From an optimization exercise on the open Yosys and OpenROAD flow, aimed at small area, a short achievable clock period and few clock cycles per item; shortcuts taken in it are not production practice.
In this exercise RTL edits were held to simulation tests only and were not proved equivalent to the original.
Power figures rest on the tool's default switching activity, not on a simulated workload.

Setup of run 1:
// rv_alu_md
module rv_alu_md #(
  parameter int unsigned XLEN = 32,
  parameter int unsigned SHW  = $clog2(XLEN)
) (
  input  logic            clk_in,
  input  logic            rst_in,
  input  logic            flush_in,
  input  logic            valid_in,
  output logic            ready_out,
  input  logic [XLEN-1:0] op_1_in,
  input  logic [XLEN-1:0] op_2_in,
  input  logic [2:0]      funct3_in,
  input  logic            funct7_5_in,
  input  logic            m_ext_in,
  output logic            valid_out,
  input  logic            ready_in,
  output logic [XLEN-1:0] result_out,
  output logic            busy_out
);
Size: about 5700 cells after synthesis, roughly 400 flip-flops, about 110 I/O pins.
export LEC_CHECK = 0
export CAP_MARGIN = 30
export CORE_MARGIN = 2
export CORE_UTILIZATION = 40
export PLACE_DENSITY = 0.6
export SETUP_SLACK_MARGIN = 2.5
export SLEW_MARGIN = 30
create_clock -name core_clock -period 7.0 [get_ports {clk_in}]
run.sh (not shown) runs the stock make flow with config.mk's settings and CLKGATE_MAP_FILE= SYNTH_SCRIPT=/design/flow/synth_recipe.tcl, a recipe that flattens the netlist after the stock synthesis.
Testbench counts of run 1, summed over its fixed seeds: cycles 4,716, items 2,400.
Edits applied to the flow inputs when going from run 1 to run 2:
- swapping 2.5 for 2.8 in SETUP_SLACK_MARGIN
- Run 2 was carried through to the last stage, and its layout satisfied the timing, DRC and antenna checks.
- On area added between synthesis and finish: between run 2 and run 1, it ends up lower for run 1.
- There was hardly any difference in wire length of the first global-routing pass between run 2 and run 1.
- Run 1 ended up with sky130_fd_sc_hd__fa_1 as its critical path's slowest cell; run 2 ended up with sky130_fd_sc_hd__a222oi_1.
- Cell area reported after detailed placement: run 2 vs run 1, no meaningful difference
- Routed wirelength normalized by instance count, run 2 and run 1: lower on run 2
- Gate count after technology mapping: run 2 vs run 1 — no meaningful difference
- [run 2] critical path depth fell 6 relative to run 1
- Run 2 has clock power share below what run 1 had.
## Diff of input files: run 3 against run 2
- PLACE_DENSITY: 0.6 -> 0.7
- CORE_UTILIZATION: 40 -> 45
Notes after the runs:
Going from run 2 to run 3, the non-clock buffer total of the final layout was found to have gone down by about 6%. Run 3 reports its startpoint of the most critical setup path as mcx[18] while run 2 reports mcx[27]. Run 2 has higher synthesis-to-finish area growth than run 3. For flip-flop and latch area, run 2 and run 3 come out practically identical. Diff run 2 -> run 3: fraction of final layout cells sized beyond drive strength 1 held, proportion of synthesized flip-flops having asynchronous set or reset held, wire length went up 2.7%, count of clock-buffer cells in the layout went down 15%, number of logic stages on the critical path including buffering went up 1. Looking only at final hold slack, and setting everything else aside, the higher value of run 2 and run 3 goes to run 3. Run 3 improves on run 2 in power spent charging and discharging nets.
Input-level comparison between run 4 and run 3:
- PLACE_DENSITY: 0.7 -> 0.55
- CORE_UTILIZATION: 45 -> 35
Notes after the runs:
Against run 3, the final cell area of run 4 is higher.
Run 3 and run 4 ended up with nearly the same insertion delay to the later sink of the worst-skew pair.
Area overhead of the layout relative to synthesis, run 3 and run 4: smaller value in run 3
When the final numbers for run 3 and run 4 were put side by side, the detailed route wirelength on metal3 turned out to be smaller in run 4.
Count of plain and timing-repair buffers (lower): run 3
Run 4: transition time of the tightest slew-check pin lower than run 3
The worst hold slack of run 4 was superior to that of run 3.
| multi-input gate area in the final layout | run 3 vs run 4 | ≈ equal |

== alpha ==
Another version of the RTL of rv_alu_md (not shown whole).
Size: roughly 5,500 cells after synthesis, about 400 flip-flops, ~110 I/O pins, about 0.049 sq mm of cells after synthesis.
// rv_alu_md
module rv_alu_md #(
  parameter int unsigned XLEN = 32,
  parameter int unsigned SHW  = $clog2(XLEN)
) (
  input  logic            clk_in,
  input  logic            rst_in,
  input  logic            flush_in,
  input  logic            valid_in,
  output logic            ready_out,
  input  logic [XLEN-1:0] op_1_in,
  input  logic [XLEN-1:0] op_2_in,
  input  logic [2:0]      funct3_in,
  input  logic            funct7_5_in,
  input  logic            m_ext_in,
  output logic            valid_out,
  input  logic            ready_in,
  output logic [XLEN-1:0] result_out,
  output logic            busy_out
);
clock: 7.0 ns
lec_check: 0
cap_margin: 30
core_margin: 2
core_utilization: 40
place_density: 0.6
setup_slack_margin: 2.6
slew_margin: 30
alpha reached the end of the flow, and the finished layout is clean on the timing, DRC and antenna checks.
Testbench counts of alpha, summed over its fixed seeds: cycles 4,716, items 2,400.
Edits applied to the flow inputs when going from alpha to beta:
- changing SETUP_SLACK_MARGIN from 2.6 to 2.8
## What came out
- Diff alpha -> beta: global-route usage neither gained nor lost much; worst slack after detailed placement lost 0.41 ns; number of ordinary and repair buffers in the finished layout picked up an extra 24%; proportion of power drawn by combinational gates picked up an extra 3.3 points; fraction of met3 tracks used by global routing lost 0.78 points.
- In the final reports, the cell area of beta is larger than that of alpha.
- The capture point of the worst path comes out p_y[30]$_DFFE_PP_ in one run and mcx[27]$_DFFE_PP_ in the other, namely in beta and alpha respectively.
- Max clock tree cell share of total cell area across beta and alpha: alpha

## what the ideal ports hide
Ports are ideal in the flow. The routed layouts listed here were re-timed in OpenROAD. Step 1 sets driving cells, clkbuf_16 on the clock port and buf_2 on the other inputs (assumed; they add their load-dependent delay and slew). Step 2 also shifts input and output timing later by t, the mid clock arrival at the registers, as if the neighbouring blocks saw the same clock. Slacks: ideal / step 1 / step 2; pairs: ideal / step 1.
run | t, ns | setup WS [ns] | clock arrival spread, ns | cell pins on the clock port's net
run 1 | 0.738 | 2.474 / 2.474 / 2.037 | 0.047 / 0.047 | 1
run 2 | 0.729 | 2.701 / 2.701 / 2.131 | 0.026 / 0.026 | 1
run 3 | 0.750 | 2.567 / 2.567 / 2.319 | 0.051 / 0.051 | 1
run 4 | 0.744 | 2.576 / 2.576 / 2.058 | 0.054 / 0.054 | 1
alpha | 0.764 | 2.568 / 2.579 / 1.858 | 0.040 / 0.040 | 1
beta | 0.720 | 2.539 / 2.539 / 2.115 | 0.027 / 0.027 | 1
After both steps every run listed still meets setup and hold. For alpha, which loses most, drivers alone change the setup slack by +0.011 ns; drivers and shift together by -0.710 ns.
